From an optimization exercise on the open Yosys and OpenROAD flow, aimed at small area, a short achievable clock period and few clock cycles per item; shortcuts taken in it are not production practice. Only simulation tests tie the RTL to the original design; equivalence was not proved. Power is estimated from default activity; no workload was simulated.

[design.v]
package dadda_pkg;
  localparam int op_width   = 16;
  localparam int prod_width = 2 * op_width;
  localparam int max_height = op_width;
  localparam int num_levels = 6;
  localparam int mid_level  = 3;
  function automatic int dadda_heights(int lvl);
    dadda_heights = (lvl == 0) ? 13 :
                    (lvl == 1) ? 9  :
                    (lvl == 2) ? 6  :
                    (lvl == 3) ? 4  :
                    (lvl == 4) ? 3  : 2;
  endfunction
  typedef logic [max_height-1:0][prod_width-1:0] dot_matrix_t;
  typedef logic [1:0][prod_width-1:0] two_rows_t;
  function automatic int column_height(int col_idx);
    if (col_idx < 0 || col_idx >= prod_width) begin
      column_height = 0;
    end else if (col_idx < op_width) begin
      column_height = col_idx + 1;
    end else begin
      column_height = prod_width - 1 - col_idx;
    end
  endfunction
  localparam logic [5*prod_width-1:0] HIN_13 = {5'd0, 5'd1, 5'd2, 5'd3, 5'd4, 5'd5, 5'd6, 5'd7, 5'd8, 5'd9, 5'd10, 5'd11, 5'd12, 5'd13, 5'd14, 5'd15, 5'd16, 5'd15, 5'd14, 5'd13, 5'd12, 5'd11, 5'd10, 5'd9, 5'd8, 5'd7, 5'd6, 5'd5, 5'd4, 5'd3, 5'd2, 5'd1};
  localparam logic [5*prod_width-1:0] NFA_13 = {5'd0, 5'd0, 5'd0, 5'd0, 5'd0, 5'd0, 5'd0, 5'd0, 5'd0, 5'd0, 5'd0, 5'd0, 5'd0, 5'd1, 5'd2, 5'd2, 5'd2, 5'd1, 5'd0, 5'd0, 5'd0, 5'd0, 5'd0, 5'd0, 5'd0, 5'd0, 5'd0, 5'd0, 5'd0, 5'd0, 5'd0, 5'd0};
  localparam logic [5*prod_width-1:0] NHA_13 = {5'd0, 5'd0, 5'd0, 5'd0, 5'd0, 5'd0, 5'd0, 5'd0, 5'd0, 5'd0, 5'd0, 5'd0, 5'd0, 5'd0, 5'd0, 5'd1, 5'd1, 5'd1, 5'd1, 5'd0, 5'd0, 5'd0, 5'd0, 5'd0, 5'd0, 5'd0, 5'd0, 5'd0, 5'd0, 5'd0, 5'd0, 5'd0};
  localparam logic [5*prod_width-1:0] HIN_9 = {5'd0, 5'd1, 5'd2, 5'd3, 5'd4, 5'd5, 5'd6, 5'd7, 5'd8, 5'd9, 5'd10, 5'd11, 5'd13, 5'd13, 5'd13, 5'd13, 5'd13, 5'd13, 5'd13, 5'd13, 5'd12, 5'd11, 5'd10, 5'd9, 5'd8, 5'd7, 5'd6, 5'd5, 5'd4, 5'd3, 5'd2, 5'd1};
  localparam logic [5*prod_width-1:0] NFA_9 = {5'd0, 5'd0, 5'd0, 5'd0, 5'd0, 5'd0, 5'd0, 5'd0, 5'd0, 5'd1, 5'd2, 5'd3, 5'd4, 5'd4, 5'd4, 5'd4, 5'd4, 5'd4, 5'd4, 5'd3, 5'd2, 5'd1, 5'd0, 5'd0, 5'd0, 5'd0, 5'd0, 5'd0, 5'd0, 5'd0, 5'd0, 5'd0};
  localparam logic [5*prod_width-1:0] NHA_9 = {5'd0, 5'd0, 5'd0, 5'd0, 5'd0, 5'd0, 5'd0, 5'd0, 5'd0, 5'd0, 5'd0, 5'd0, 5'd0, 5'd0, 5'd0, 5'd0, 5'd0, 5'd0, 5'd0, 5'd1, 5'd1, 5'd1, 5'd1, 5'd0, 5'd0, 5'd0, 5'd0, 5'd0, 5'd0, 5'd0, 5'd0, 5'd0};
  localparam logic [5*prod_width-1:0] HIN_6 = {5'd0, 5'd1, 5'd2, 5'd3, 5'd4, 5'd5, 5'd6, 5'd7, 5'd9, 5'd9, 5'd9, 5'd9, 5'd9, 5'd9, 5'd9, 5'd9, 5'd9, 5'd9, 5'd9, 5'd9, 5'd9, 5'd9, 5'd9, 5'd9, 5'd8, 5'd7, 5'd6, 5'd5, 5'd4, 5'd3, 5'd2, 5'd1};
  localparam logic [5*prod_width-1:0] NFA_6 = {5'd0, 5'd0, 5'd0, 5'd0, 5'd0, 5'd0, 5'd1, 5'd2, 5'd3, 5'd3, 5'd3, 5'd3, 5'd3, 5'd3, 5'd3, 5'd3, 5'd3, 5'd3, 5'd3, 5'd3, 5'd3, 5'd3, 5'd3, 5'd2, 5'd1, 5'd0, 5'd0, 5'd0, 5'd0, 5'd0, 5'd0, 5'd0};
  localparam logic [5*prod_width-1:0] NHA_6 = {5'd0, 5'd0, 5'd0, 5'd0, 5'd0, 5'd0, 5'd0, 5'd0, 5'd0, 5'd0, 5'd0, 5'd0, 5'd0, 5'd0, 5'd0, 5'd0, 5'd0, 5'd0, 5'd0, 5'd0, 5'd0, 5'd0, 5'd0, 5'd1, 5'd1, 5'd1, 5'd0, 5'd0, 5'd0, 5'd0, 5'd0, 5'd0};
  localparam logic [5*prod_width-1:0] HIN_4 = {5'd0, 5'd1, 5'd2, 5'd3, 5'd4, 5'd6, 5'd6, 5'd6, 5'd6, 5'd6, 5'd6, 5'd6, 5'd6, 5'd6, 5'd6, 5'd6, 5'd6, 5'd6, 5'd6, 5'd6, 5'd6, 5'd6, 5'd6, 5'd6, 5'd6, 5'd6, 5'd6, 5'd5, 5'd4, 5'd3, 5'd2, 5'd1};
  localparam logic [5*prod_width-1:0] NFA_4 = {5'd0, 5'd0, 5'd0, 5'd0, 5'd1, 5'd2, 5'd2, 5'd2, 5'd2, 5'd2, 5'd2, 5'd2, 5'd2, 5'd2, 5'd2, 5'd2, 5'd2, 5'd2, 5'd2, 5'd2, 5'd2, 5'd2, 5'd2, 5'd2, 5'd2, 5'd2, 5'd1, 5'd0, 5'd0, 5'd0, 5'd0, 5'd0};
  localparam logic [5*prod_width-1:0] NHA_4 = {5'd0, 5'd0, 5'd0, 5'd0, 5'd0, 5'd0, 5'd0, 5'd0, 5'd0, 5'd0, 5'd0, 5'd0, 5'd0, 5'd0, 5'd0, 5'd0, 5'd0, 5'd0, 5'd0, 5'd0, 5'd0, 5'd0, 5'd0, 5'd0, 5'd0, 5'd0, 5'd1, 5'd1, 5'd0, 5'd0, 5'd0, 5'd0};
  localparam logic [5*prod_width-1:0] HIN_3 = {5'd0, 5'd1, 5'd2, 5'd4, 5'd4, 5'd4, 5'd4, 5'd4, 5'd4, 5'd4, 5'd4, 5'd4, 5'd4, 5'd4, 5'd4, 5'd4, 5'd4, 5'd4, 5'd4, 5'd4, 5'd4, 5'd4, 5'd4, 5'd4, 5'd4, 5'd4, 5'd4, 5'd4, 5'd4, 5'd3, 5'd2, 5'd1};
  localparam logic [5*prod_width-1:0] NFA_3 = {5'd0, 5'd0, 5'd0, 5'd1, 5'd1, 5'd1, 5'd1, 5'd1, 5'd1, 5'd1, 5'd1, 5'd1, 5'd1, 5'd1, 5'd1, 5'd1, 5'd1, 5'd1, 5'd1, 5'd1, 5'd1, 5'd1, 5'd1, 5'd1, 5'd1, 5'd1, 5'd1, 5'd1, 5'd0, 5'd0, 5'd0, 5'd0};
  localparam logic [5*prod_width-1:0] NHA_3 = {5'd0, 5'd0, 5'd0, 5'd0, 5'd0, 5'd0, 5'd0, 5'd0, 5'd0, 5'd0, 5'd0, 5'd0, 5'd0, 5'd0, 5'd0, 5'd0, 5'd0, 5'd0, 5'd0, 5'd0, 5'd0, 5'd0, 5'd0, 5'd0, 5'd0, 5'd0, 5'd0, 5'd0, 5'd1, 5'd0, 5'd0, 5'd0};
  localparam logic [5*prod_width-1:0] HIN_2 = {5'd0, 5'd1, 5'd3, 5'd3, 5'd3, 5'd3, 5'd3, 5'd3, 5'd3, 5'd3, 5'd3, 5'd3, 5'd3, 5'd3, 5'd3, 5'd3, 5'd3, 5'd3, 5'd3, 5'd3, 5'd3, 5'd3, 5'd3, 5'd3, 5'd3, 5'd3, 5'd3, 5'd3, 5'd3, 5'd3, 5'd2, 5'd1};
  localparam logic [5*prod_width-1:0] NFA_2 = {5'd0, 5'd0, 5'd1, 5'd1, 5'd1, 5'd1, 5'd1, 5'd1, 5'd1, 5'd1, 5'd1, 5'd1, 5'd1, 5'd1, 5'd1, 5'd1, 5'd1, 5'd1, 5'd1, 5'd1, 5'd1, 5'd1, 5'd1, 5'd1, 5'd1, 5'd1, 5'd1, 5'd1, 5'd1, 5'd0, 5'd0, 5'd0};
  localparam logic [5*prod_width-1:0] NHA_2 = {5'd0, 5'd0, 5'd0, 5'd0, 5'd0, 5'd0, 5'd0, 5'd0, 5'd0, 5'd0, 5'd0, 5'd0, 5'd0, 5'd0, 5'd0, 5'd0, 5'd0, 5'd0, 5'd0, 5'd0, 5'd0, 5'd0, 5'd0, 5'd0, 5'd0, 5'd0, 5'd0, 5'd0, 5'd0, 5'd1, 5'd0, 5'd0};
endpackage
`timescale 1ns/1ps
import dadda_pkg::*;
module pp_gen (
  input  logic [op_width-1:0] a,
  input  logic [op_width-1:0] b,
  output logic [max_height-1:0][prod_width-1:0]         dots
);
  always_comb begin
    dots = '0;
    for (int i = 0; i < op_width; i++) begin
      for (int j = 0; j < op_width; j++) begin
        if (i + j < op_width) begin
          dots[i][i+j] = a[i] & b[j];
        end else begin
          dots[op_width-1-j][i+j] = a[i] & b[j];
        end
      end
    end
  end
endmodule
`timescale 1ns/1ps
import dadda_pkg::*;
module dadda_stage #(
  parameter int in_height     = max_height,
  parameter int target_height = 13
) (
  input  logic [max_height-1:0][prod_width-1:0] dots_in,
  output logic [max_height-1:0][prod_width-1:0] dots_out
);
  localparam logic [5*prod_width-1:0] hin_tab =
    (target_height == 13) ? HIN_13 : (target_height == 9) ? HIN_9 :
    (target_height == 6)  ? HIN_6  : (target_height == 4) ? HIN_4 :
    (target_height == 3)  ? HIN_3  : HIN_2;
  localparam logic [5*prod_width-1:0] nfa_tab =
    (target_height == 13) ? NFA_13 : (target_height == 9) ? NFA_9 :
    (target_height == 6)  ? NFA_6  : (target_height == 4) ? NFA_4 :
    (target_height == 3)  ? NFA_3  : NFA_2;
  localparam logic [5*prod_width-1:0] nha_tab =
    (target_height == 13) ? NHA_13 : (target_height == 9) ? NHA_9 :
    (target_height == 6)  ? NHA_6  : (target_height == 4) ? NHA_4 :
    (target_height == 3)  ? NHA_3  : NHA_2;
  logic [prod_width-1:0][max_height-1:0] col_out;
  logic [prod_width-1:0][max_height-1:0] carry_out;
  logic [prod_width-1:0][max_height-1:0] carry_in;
  for (genvar c = 0; c < prod_width; c++) begin : g_col
    localparam int c_lo   = (c > 0) ? c - 1 : 0;
    localparam int h_in   = int'(hin_tab[5*c +: 5]);
    localparam int n_fa   = int'(nfa_tab[5*c +: 5]);
    localparam int n_ha   = int'(nha_tab[5*c +: 5]);
    localparam int n_cin  = (c > 0) ? int'(nfa_tab[5*c_lo +: 5]) + int'(nha_tab[5*c_lo +: 5]) : 0;
    localparam int n_add  = n_fa + n_ha;
    localparam int n_pass = h_in - 3 * n_fa - 2 * n_ha;
    if (c == 0) begin : g_lsb
      assign carry_in[c] = '0;
    end else begin : g_upper
      assign carry_in[c] = carry_out[c-1];
    end
    logic [max_height-1:0] col_o;
    logic [max_height-1:0] carry_o;
    assign col_out[c]   = col_o;
    assign carry_out[c] = carry_o;
    always_comb begin
      col_o   = '0;
      carry_o = '0;
      for (int k = 0; k < n_fa; k++) begin
        col_o[k] = dots_in[3*k][c] ^ dots_in[3*k+1][c] ^ dots_in[3*k+2][c];
        carry_o[k] = (dots_in[3*k][c] & dots_in[3*k+1][c]) |
                          (dots_in[3*k+2][c] & (dots_in[3*k][c] ^ dots_in[3*k+1][c]));
      end
      for (int k = 0; k < n_ha; k++) begin
        col_o[n_fa+k]   = dots_in[3*n_fa+2*k][c] ^ dots_in[3*n_fa+2*k+1][c];
        carry_o[n_fa+k] = dots_in[3*n_fa+2*k][c] & dots_in[3*n_fa+2*k+1][c];
      end
      for (int k = 0; k < n_pass; k++) begin
        col_o[n_add+k] = dots_in[3*n_fa+2*n_ha+k][c];
      end
      for (int k = 0; k < n_cin; k++) begin
        col_o[n_add+n_pass+k] = carry_in[c][k];
      end
    end
  end
  always_comb begin
    for (int r = 0; r < max_height; r++) begin
      for (int c = 0; c < prod_width; c++) begin
        dots_out[r][c] = col_out[c][r];
      end
    end
  end
endmodule
`timescale 1ns/1ps
import dadda_pkg::*;
module dadda_tree (
  input  logic        clk,
  input  logic        rst_n,
  input  logic        mid_load,
  input  logic [max_height-1:0][prod_width-1:0] dots,
  output logic [1:0][prod_width-1:0]   rows
);
  function automatic int level_target(int l);
    level_target = (l == 0) ? 13 : (l == 1) ? 9 : (l == 2) ? 6 : (l == 3) ? 4 : (l == 4) ? 3 : 2;
  endfunction
  function automatic int level_in_height(int l);
    if (l == 0) begin
      level_in_height = max_height;
    end else begin
      level_in_height = (l == 1) ? 13 : (l == 2) ? 9 : (l == 3) ? 6 : (l == 4) ? 4 : (l == 5) ? 3 : 2;
    end
  endfunction
  logic [num_levels-1:0][max_height-1:0][prod_width-1:0] lvl_in;
  logic [num_levels-1:0][max_height-1:0][prod_width-1:0] lvl_out;
  logic [max_height-1:0][prod_width-1:0] mid_q;
  for (genvar l = 0; l < num_levels; l++) begin : g_level
    if (l == 0) begin : g_first
      assign lvl_in[l] = dots;
    end else if (l == mid_level) begin : g_after_reg
      assign lvl_in[l] = mid_q;
    end else begin : g_chain
      assign lvl_in[l] = lvl_out[l-1];
    end
    dadda_stage #(
      .in_height    (level_in_height(l)),
      .target_height(level_target(l))
    ) i_dadda_stage (
      .dots_in (lvl_in[l]),
      .dots_out(lvl_out[l])
    );
  end
  always_ff @(posedge clk) begin
    if (!rst_n) begin
      mid_q <= '0;
    end else if (mid_load) begin
      mid_q <= lvl_out[mid_level-1];
    end
  end
  assign rows[0] = lvl_out[num_levels-1][0];
  assign rows[1] = lvl_out[num_levels-1][1];
endmodule
`timescale 1ns/1ps
import dadda_pkg::*;
module prefix_adder (
  input  logic [1:0][prod_width-1:0]             rows,
  output logic [prod_width-1:0] sum
);
  localparam int ks_levels = $clog2(prod_width);
  logic [ks_levels:0][prod_width-1:0] gen;
  logic [ks_levels:0][prod_width-1:0] prop;
  assign gen[0]  = rows[0] & rows[1];
  assign prop[0] = rows[0] ^ rows[1];
  for (genvar l = 0; l < ks_levels; l++) begin : g_level
    localparam int span = 1 << l;
    always_comb begin
      for (int i = 0; i < prod_width; i++) begin
        if (i >= span) begin
          gen[l+1][i]  = gen[l][i] | (prop[l][i] & gen[l][i-span]);
          prop[l+1][i] = prop[l][i] & prop[l][i-span];
        end else begin
          gen[l+1][i]  = gen[l][i];
          prop[l+1][i] = prop[l][i];
        end
      end
    end
  end
  assign sum = prop[0] ^ {gen[ks_levels][prod_width-2:0], 1'b0};
endmodule
`timescale 1ns/1ps
import dadda_pkg::*;
module mult_16x16 (
  input  logic                  clk,
  input  logic                  rst_n,
  input  logic                  in_valid,
  output logic                  in_ready,
  input  logic [op_width-1:0]   in_a,
  input  logic [op_width-1:0]   in_b,
  output logic                  out_valid,
  input  logic                  out_ready,
  output logic [prod_width-1:0] out_product
);
  logic [2:0] slot_valid;
  logic       load0;
  logic       load1;
  logic       load2;
  logic       mid_load;
  logic [op_width-1:0]   a_q;
  logic [op_width-1:0]   b_q;
  logic [prod_width-1:0] product_q;
  logic [max_height-1:0][prod_width-1:0]           pp_dots;
  logic [1:0][prod_width-1:0]             tree_rows;
  logic [prod_width-1:0] sum;
  assign load2 = !slot_valid[2] || out_ready;
  assign load1 = !slot_valid[1] || load2;
  assign load0 = !slot_valid[0] || load1;
  assign in_ready = load0;
  assign mid_load = load1 && slot_valid[0];
  always_ff @(posedge clk) begin
    if (!rst_n) begin
      slot_valid <= '0;
    end else begin
      if (load0) begin
        slot_valid[0] <= in_valid;
      end
      if (load1) begin
        slot_valid[1] <= slot_valid[0];
      end
      if (load2) begin
        slot_valid[2] <= slot_valid[1];
      end
    end
  end
  always_ff @(posedge clk) begin
    if (load0 && in_valid) begin
      a_q <= in_a;
      b_q <= in_b;
    end
  end
  pp_gen i_pp_gen (
    .a   (a_q),
    .b   (b_q),
    .dots(pp_dots)
  );
  dadda_tree i_dadda_tree (
    .clk     (clk),
    .rst_n   (rst_n),
    .mid_load(mid_load),
    .dots    (pp_dots),
    .rows    (tree_rows)
  );
  prefix_adder i_prefix_adder (
    .rows(tree_rows),
    .sum (sum)
  );
  always_ff @(posedge clk) begin
    if (load2 && slot_valid[1]) begin
      product_q <= sum;
    end
  end
  assign out_valid   = slot_valid[2];
  assign out_product = product_q;
endmodule
[run.sh]
#!/bin/bash
# synth_recipe.tcl (not shown) runs the flow's synth.tcl, then flattens the netlist and writes it again
# the make line also repeats each setting of config.mk as NAME=value (left out here)
make -C /OpenROAD-flow-scripts/flow DESIGN_CONFIG=/design/flow/config.mk WORK_HOME=/design/flow/orfs CLKGATE_MAP_FILE= SYNTH_SCRIPT=/design/flow/synth_recipe.tcl finish
[config.mk]
export PLATFORM = sky130hd
export DESIGN_NAME = mult_16x16
export DESIGN_NICKNAME = mult_16x16
export VERILOG_FILES = /design/flow/design.v
export SDC_FILE = /design/flow/constraint.sdc
export NUM_CORES = 4
export LEC_CHECK = 0
export CAP_MARGIN = 20
export CORE_MARGIN = 2
export CORE_UTILIZATION = 40
export SLEW_MARGIN = 20
[constraint.sdc]
create_clock -name core_clock -period 4.0 [get_ports {clk}]
set_input_delay 0.8000 -clock core_clock [delete_from_list [all_inputs] [get_ports {clk}]]
set_output_delay 0.8000 -clock core_clock [all_outputs]
set_load 0.01 [all_outputs]
==> flow_metrics.tcl <==
set metrics [dict create \
    grt_max_degree 89 \
    row_count 72 \
    initial_utilization_pct 40.5 \
    die_w_um 202 \
    cts_root_buf "clkbuf_16" \
    synthTopCellsByArea "fa_1 25%, dfxtp_1 21%, edfxtp_1 12%" \
    synth.distinct_cells 47 \
    fmax_mhz 257 \
    run_status "no timing/DRC/antenna violations" \
    slew_headroom_pct 30.1 \
    avgViaCountPerCell 5.06 \
    io_pins 70 \
    drive_above_1_share_pct 10.6 \
    finalSetupViolCount 0 \
    post_drt_wl_per_cell_um 19.2 \
    area_growth_pct 18.1 \
    yosysTopAreaCell "fa_1" \
    switching_share_pct 33.9 \
    hpwl_um 31700 \
    clk_pin_slew_ns 0.06 \
    vias 11300 \
    htreeDepth 1 \
    worst_pin_slew_ns 1.05 \
    ys_ff_latch 224 \
    hold_path.class "reg -> reg" \
    synth_area_um2 15600 \
    clkLatencyLatePin_ns 0.55 \
    r2r-start "i_dadda_tree.mid_q[104]" \
    n_fill_cell 3729 \
    core_area_um2 38600 \
    antenna_found_initial 1 \
    synth_top_area_share_pct 25.1 \
    ir_worst_vdd_v 0.000334 \
    hp-start "i_dadda_tree.mid_q[0]" \
    async_flop_share_pct 0 \
    gp_congestion 0.841 \
    clockBufferDepth 3 \
    p_leak_nw 7.69 \
    cp-start-kind "flip-flop" \
    yosys_warnings 10 \
    period_needed_ns 3.89 \
    power_frac_comb_pct 34.1 \
    power.density_nw_per_um2 434 \
    synth_flop_cell "dfxtp_1" \
    cp_max_fo 7 \
    syn_avg_cell_area_um2 9.64 \
    cts_tree "built" \
    drt_first_pass_iters 5 \
    port-buffer-count 69 \
    p_clk_share_pct 31.6 \
    hold_path_depth 0 \
    die_h_um 202 \
    layout.nets 1973 \
    synth_edf_count 64 \
    worstRegToRegCells 13 \
    synthesis.nets 1895 \
    grt_usage_pct 21.3 \
    period_share_pct 97.3 \
    maxCapViolations 0 \
    intPower_mw 5.30 \
    grt_pass1_vias 11700 \
    switchingPower_mw 2.71 \
    whs_endpoint "product_q[0]" \
    finalHoldViolations 0 \
    crit_arrival_ns 4.18 \
    die_area_um2 40600 \
    end_kind "flip-flop" \
    hold_slack_ns 0.431 \
    tns_ns 0 \
    seqPwrFrac_pct 34.3 \
    holdBufCountCts 0 \
    cts_buffers 27 \
    rrSetupSlack_ns 0.11 \
    skew_ns 0.0197 \
    drt_iter0_markers 791 \
    route.detailed.drc 0 \
    yosysSeqAreaShare_pct 32.8 \
    slew_viol_final 0 \
    grt_pass1_wl_um 67100 \
    postRouteAntennaNets 0 \
    overflow 0 \
    cts.sinks 224 \
    wl_um 42900 \
    synth_cells 1618 \
    required_ns 4.29 \
    r2r_end "product_q[27]" \
    critical_path_class "reg -> reg" \
]
==> per-stage QoR <==
stage | util, % | total power, mW | cell area, um2 | setup slack [ns] | std cells
after floorplan | - | 4.28 | 15600 | 0.168 | 1618
after global placement | 44.6 | 5.29 | 17200 | -0.137 | 2180
after detailed placement | 44.6 | 5.32 | 17200 | -0.150 | 2180
after CTS | 47.1 | 7.90 | 18100 | 0.00115 | 2229
after global routing | 47.8 | 8.48 | 18400 | -0.0145 | 2234
final | 47.8 | 8.00 | 18400 | 0.108 | 2236
==> per-layer routing <==
layer / part of all wire, % / up-vias / GRT usage, %
met4: 2.4 / 0 / 5.70
met3: 5.0 / 62 / 2.54
met5: 0 / - / 0
met1: 46 / 5667 / 30.4
li1: - / 5285 / -
met2: 47 / 290 / 34.3
==> power groups by stage <==
| stage | Combinational, mW | Clock, mW | Sequential [mW] |
|---|---|---|---|
| 6_report | 2.73 | 2.53 | 2.75 |
| 5_1_grt | 3.05 | 2.67 | 2.77 |
| 4_1_cts | 2.58 | 2.58 | 2.74 |
| 3_5_place_dp | 2.53 | 0 | 2.79 |
| 3_3_place_gp | 2.50 | 0 | 2.78 |
| 2_1_floorplan | 1.58 | 0 | 2.70 |
==> worst max-delay path by stage <==
stage	from	endpoint	cells after the start	slack (ns)
3_5_place_dp	i_dadda_tree.mid_q[13]	product_q[28]	14	-0.15
6_report	i_dadda_tree.mid_q[104]	product_q[27]	13	0.11
4_1_cts	i_dadda_tree.mid_q[16]	product_q[29]	13	0.001
2_1_floorplan	i_dadda_tree.mid_q[8]	product_q[27]	14	0.17
3_3_place_gp	i_dadda_tree.mid_q[13]	product_q[28]	14	-0.14
5_1_grt	i_dadda_tree.mid_q[104]	product_q[27]	13	-0.01
==> cells by family (layout without fill, tap and decap cells) <==
| logic type | count (synthesis) | in the layout | share of synthesized area (%) |
|---|---|---|---|
| simple gates | 566 | 566 | 17.1 |
| buf+inv | 298 | 396 | 7.22 |
| compound gates | 263 | 263 | 12.7 |
| fa+ha+maj | 241 | 241 | 28.8 |
| flops | 224 | 224 | 32.8 |
| xor+xnor | 26 | 26 | 1.46 |
| other cells | 0 | 2 | 0 |
==> registers in the layout, summed over array words and instances (netlist names) <==
register / cells
a_q: 16
b_q: 16
slot_valid: 3
i_dadda_tree.mid_q: 157
product_q: 32
==> critical path: stages, from the launching register on <==
cell and delay (ns):
dfxtp_2 0.33, fa_1 0.53, inv_1 0.05, fa_1 0.48
fa_1 0.55, inv_1 0.07, ha_4 0.32, a21oi_1 0.09
nor2b_1 0.17, o31a_1 0.18, a21oi_2 0.06, o311a_4 0.34
o31a_1 0.33, xnor2_1 0.13
==> layout by cell type (no fill, tap or decap), types with 7 or more instances in the layout <==
cell type	Yosys	routed
nand2_1	318	317
inv_1	201	198
fa_1	196	194
dfxtp_1	160	155
and2_1	152	151
a21boi_0	79	79
buf_4	0	74
clkdlybuf4s50_1	0	68
edfxtp_1	64	64
a21boi_1	60	60
nand3_1	58	57
ha_1	45	30
clkbuf_16	0	27
a21oi_1	24	20
o211a_1	20	20
xnor2_1	19	19
a21o_1	16	16
ha_4	0	15
nor2_1	13	12
o21ai_1	12	12
o21ai_0	10	9
a211oi_1	9	7
xor2_1	7	7
==> layout make-up <==
cell class,count,area [um2],area share [%]
Antenna cell,2,5.00,0.0272
Clock buffer,35,756,4.10
Clock inverter,14,154,0.835
Inverter,201,754,4.09
Multi-Input combinational cell,1096,9680,52.5
Sequential cell,224,5130,27.8
Tap cell,518,648,3.52
Timing Repair Buffer,146,1310,7.09
==> cells in the mapped netlist (2+ instances only) <==
cell	n
o21a_1	6
a21o_1	16
a21boi_0	79
clkbuf_1	88
xor2_1	7
o31a_1	2
nand4_1	5
o21bai_1	2
buf_2	6
and2_1	152
a21boi_1	60
nand2_1	318
o31ai_2	2
buf_1	3
a211oi_1	9
edfxtp_1	64
nor2_1	13
dfxtp_1	160
o211a_1	20
and3_1	2
o21ai_0	10
inv_1	201
a21oi_2	2
a21oi_1	24
o21ai_1	12
xnor2_1	19
a31oi_1	8
ha_1	45
nor3_1	4
o221a_2	2
nand3_1	58
or3_1	3
fa_1	196
nor2b_1	7
==> repair_timing <==
action                     in CTS  in global routing
pin swaps                       5                 36
setup endpoints to repair       6                 13
setup buffers                   0                  6
gates resized for setup        12                 42
Testbench counts, summed over its fixed seeds: cycles 32,024, items 32,000.

[what the ideal ports hide]
How much do the figures lean on ideal ports? The routed layout below was timed once more, with nothing changed but the port constraints.
Step 1 sets driving cells, clkbuf_16 on the clock port and buf_2 on the other inputs (assumed; they add their load-dependent delay and slew).
Step 2 moves the port delays by t, midway between the first and last clock arrival at a register: inputs arrive t later, outputs are due t later. That takes back most of the time a late clock gives input paths.
a / b / c = no drivers / after step 1 / after step 2; a / b = the first two.
t, ns: 0.593
setup WS [ns]: 0.108 / 0.108 / 0.108
pins driven straight from the clock port: 1
After both steps setup and hold are still met in this run. For this run, drivers alone change the setup slack by 0.000 ns; drivers and shift together by 0.000 ns.
